Background: an optimization exercise with open tools, aiming at small area and a short achievable clock period. Do not read the settings as production practice.
In this exercise RTL edits were held to simulation tests only and were not proved equivalent to the original.

// crc_unit
module crc_unit
(
  input  logic                     m,
  input  logic                     reset,
  input  logic                     wr,            
  input  logic                     rd,            
  input  crc_reg_pkg::reg_addr_t   addr,
  input  crc_data_pkg::crc_word_t  wdata,
  output crc_data_pkg::crc_word_t  rdata,
  output logic                     rdata_valid
);
clock: 15.0 ns
lec_check: 0
cap_margin: 20
core_margin: 2
core_utilization: 40
place_density: 0.6
slew_margin: 20
synth_hierarchical: 1
synth_minimum_keep_size: 0
standard.sh (not shown) runs the stock make flow with config.mk's settings and CLKGATE_MAP_FILE= SYNTH_SCRIPT=/design/flow/synth_recipe.tcl, a recipe that flattens the netlist after the stock synthesis.
==> flow/flow/run.sh <==
#!/bin/bash
# Standard layout, with timing repair aimed well below the clock period so
# that the achieved period shrinks; constraints are left as given.
set -o pipefail
cat standard.sh > standard_copy.log
cat config.mk > config_copy.log
export SETUP_SLACK_MARGIN=8.5
export TNS_END_PERCENT=20
# port buffers: the smallest plain buffer, resized later where timing needs it
export BUFFER_PORTS_ARGS="-buffer_cell sky130_fd_sc_hd__buf_1"
bash standard.sh synth > synth.log 2>&1 || exit 1
bash standard.sh > finish.log 2>&1 || exit 1
The first run completed without violations.
Rerun with:
--- a/flow/flow/run.sh
+++ b/flow/flow/run.sh
@@ -7,2 +7,2 @@
-export SETUP_SLACK_MARGIN=8.5
-export TNS_END_PERCENT=20
+export SETUP_SLACK_MARGIN=7.5
+export TNS_END_PERCENT=100
Outcome:
- die area stays the same
- wire length decreases by a little under a tenth
- core utilization decreases by 2.2 points
- register-to-register slack gets worse by 170 ps
- maximum frequency decreases by a few percent
- global-route usage decreases by 1.6 points
Rerun with:
--- a/flow/flow/run.sh
+++ b/flow/flow/run.sh
@@ -7,2 +7,2 @@
-export SETUP_SLACK_MARGIN=7.5
-export TNS_END_PERCENT=100
+export SETUP_SLACK_MARGIN=6.5
+export TNS_END_PERCENT=20
Outcome:
- The new run produced a clean layout
- worst setup slack loses 930 ps
- non-clock buffer count fell by 10
- cell count is about the same
- routed wire length goes down slightly
- critical path depth went down by 1
Rerun with:
--- a/flow/flow/run.sh
+++ b/flow/flow/run.sh
@@ -7 +7 @@
-export SETUP_SLACK_MARGIN=6.5
+export SETUP_SLACK_MARGIN=7
What happened: Worst setup slack gets better by 500 ps; fmax is higher by 6.4%; wire length stays flat; non-clock buffer count came out higher by 3; die area does not change; critical path depth does not change.
Rerun with:
--- a/flow/flow/run.sh
+++ b/flow/flow/run.sh
@@ -7 +7 @@
-export SETUP_SLACK_MARGIN=7
+export SETUP_SLACK_MARGIN=8.5
Settings changed: CORE_UTILIZATION 40 to 50, PLACE_DENSITY 0.6 to 0.65.
Outcome:
- via count goes up by 8.0%
- non-clock buffer count goes up by 104
- count of clock-buffer cells in the layout stays the same
- setup slack gains 340 ps
- design area goes up by 11%
- area after synthesis stays the same
- synthesized cell count does not change

========
== run A ==
crc_unit again, from the RTL that the note above started with.
Settings: LEC_CHECK=0, CAP_MARGIN=20, CORE_MARGIN=2, CORE_UTILIZATION=35, PLACE_DENSITY=0.6, SLEW_MARGIN=20, SYNTH_HIERARCHICAL=1, SYNTH_MINIMUM_KEEP_SIZE=0; clock period 15.0 ns.
==> flow/flow/run.sh <==
#!/bin/bash
# Standard layout, with timing repair aimed well below the clock period so
# that the achieved period shrinks; constraints are left as given.
set -o pipefail
cat standard.sh > standard_copy.log
cat config.mk > config_copy.log
export SETUP_SLACK_MARGIN=7.5
export TNS_END_PERCENT=20
# port buffers: the smallest plain buffer, resized later where timing needs it
export BUFFER_PORTS_ARGS="-buffer_cell sky130_fd_sc_hd__buf_1"
bash standard.sh synth > synth.log 2>&1 || exit 1
bash standard.sh > finish.log 2>&1 || exit 1
[inputs] run B vs run A
- swapping 35 for 40 in CORE_UTILIZATION
-- flow/flow/run.sh --
<<< run A, line 6
cat config.mk > config_copy.log
export SETUP_SLACK_MARGIN=7.5
export TNS_END_PERCENT=20
# port buffers: the smallest plain buffer, resized later where timing needs it
export BUFFER_PORTS_ARGS="-buffer_cell sky130_fd_sc_hd__buf_1"
>>> run B, line 6
cat config.mk > config_copy.log
export SETUP_SLACK_MARGIN=7.5
export TNS_END_PERCENT=5
# port buffers: the smallest plain buffer, resized later where timing needs it
export BUFFER_PORTS_ARGS="-buffer_cell sky130_fd_sc_hd__buf_1"
### Flow results
- Compared with run A, run B has extra setup slack.
- Critical path launch point: wdata[24] -> run B, wdata[5] -> run A
- Of the two values seen for library cell contributing the largest single delay on the critical path, sky130_fd_sc_hd__buf_1 was produced by run A and sky130_fd_sc_hd__xor2_2 by run B.
- Run B vs run A: cell area down
- Run B vs. run A: area growth from synthesis to layout now smaller; final cell count lower; buffers inserted during post-CTS setup optimization fell 3.
- Worst hold-check slack: run B vs run A down 0.0045 ns
For run C, these inputs were changed with respect to run B:
-- flow/flow/run.sh --
<<< run B, line 6
cat config.mk > config_copy.log
export SETUP_SLACK_MARGIN=7.5
export TNS_END_PERCENT=5
# port buffers: the smallest plain buffer, resized later where timing needs it
export BUFFER_PORTS_ARGS="-buffer_cell sky130_fd_sc_hd__buf_1"
>>> run C, line 6
cat config.mk > config_copy.log
export SETUP_SLACK_MARGIN=7.5
export TNS_END_PERCENT=20
# port buffers: the smallest plain buffer, resized later where timing needs it
export BUFFER_PORTS_ARGS="-buffer_cell sky130_fd_sc_hd__buf_1"
### Flow results
- Changes observed in run C relative to run B: length in cells of the worst reg-to-reg path closely matched the old numbers, synthesized area closely matched the old numbers, synthesized cell count closely matched the old numbers, utilization closely matched the old numbers.
- Share of layout cells above drive strength 1 of run C is on par with run B.
- Routed wire length: run B vs run C identical
Here is what was changed in the inputs of run D compared with run C.
-- flow/flow/run.sh --
<<< run C, line 5
cat standard.sh > standard_copy.log
cat config.mk > config_copy.log
export SETUP_SLACK_MARGIN=7.5
export TNS_END_PERCENT=20
# port buffers: the smallest plain buffer, resized later where timing needs it
>>> run D, line 5
cat standard.sh > standard_copy.log
cat config.mk > config_copy.log
export SETUP_SLACK_MARGIN=8
export TNS_END_PERCENT=20
# port buffers: the smallest plain buffer, resized later where timing needs it
--- outcome ---
- Re number of buffers inserted by port buffering: no difference whatsoever between run D and run C.
- Compared with run C, cell count in run D increased by a few percent.
- No stage failed in run D, and the final checks on the layout all came back clean.
- From run C to run D the numbers moved as follows: wire length went up about 11%; post-route clock period utilization went down 0.63 points; detailed-route via count went up 6.7%; worst setup slack went up 0.095 ns.
### run D -> run E
-- flow/flow/run.sh --
<<< run D, line 5
cat standard.sh > standard_copy.log
cat config.mk > config_copy.log
export SETUP_SLACK_MARGIN=8
export TNS_END_PERCENT=20
# port buffers: the smallest plain buffer, resized later where timing needs it
>>> run E, line 5
cat standard.sh > standard_copy.log
cat config.mk > config_copy.log
export SETUP_SLACK_MARGIN=10
export TNS_END_PERCENT=20
# port buffers: the smallest plain buffer, resized later where timing needs it
==> notes.md <==
- A capturing element of the worst setup path of u_engine.rem[29]$_SDFFE_PP1P_ is what run D shows, while u_engine.rem[11]$_SDFFE_PP1P_ belongs to run E.
- Status: width of the chip parity (run D, run E)
- Summary of run E over run D: total placed cells including tap cells held steady, pre-CTS worst setup slack shrank by 0.091 ns.
- The run with more setup slack is run E; run D has less.
- Cell with the largest stage delay on the worst path: sky130_fd_sc_hd__xor2_2 -> run E, sky130_fd_sc_hd__xor2_1 -> run D
- Changes observed in run E relative to run D: initial antenna violation count closely matched the old numbers, number of buffer cells added on primary ports ~0 delta.
- Summary of run E over run D: area added between synthesis and finish decreased 0.85 points; non-clock buffer count has decreased; core utilization dropped 0.34 points; maximum fanout along the worst path went down 7.

## static timing again, ports no longer ideal
Ports are ideal in the flow. The routed layouts listed here were re-timed in OpenROAD.
Step 1: set_driving_cell puts a clkbuf_16 on m and a buf_2 on each other input, an assumption about the parent block.
Step 2 times the ports against the registers' clock, not the clock port: input delays grow and output delays shrink by t, the midpoint of the rising clock arrivals with the driver on.
Slacks: ideal / step 1 / step 2; pairs: ideal / step 1.
run | t, ns | slack for setup (ns) | hold WS [ns] | worst data-port slew with drivers (ns)
the first run of note 1 | 0.434 | 7.783 / 7.801 / 7.366 | 0.492 / 0.492 / 0.492 | 0.05
the second run of note 1 | 0.440 | 7.571 / 7.594 / 7.154 | 0.459 / 0.459 / 0.459 | 0.07
the third run of note 1 | 0.440 | 6.639 / 6.669 / 6.229 | 0.460 / 0.460 / 0.460 | 0.06
the fourth run of note 1 | 0.443 | 7.140 / 7.168 / 6.725 | 0.459 / 0.459 / 0.459 | 0.06
the fifth run of note 1 | 0.451 | 7.477 / 7.477 / 7.198 | 0.488 / 0.488 / 0.488 | 0.07
run A | 0.446 | 7.522 / 7.556 / 7.110 | 0.464 / 0.464 / 0.464 | 0.04
run B | 0.440 | 7.571 / 7.594 / 7.154 | 0.459 / 0.459 / 0.459 | 0.07
run C | 0.440 | 7.571 / 7.594 / 7.154 | 0.459 / 0.459 / 0.459 | 0.07
run D | 0.443 | 7.666 / 7.666 / 7.261 | 0.460 / 0.460 / 0.460 | 0.05
run E | 0.456 | 7.756 / 7.762 / 7.307 | 0.482 / 0.482 / 0.482 | 0.07
After both steps setup and hold are still met in every run listed. The setup slack of run E, which loses most, moves by +0.006 ns with the drivers and by -0.449 ns with both steps.
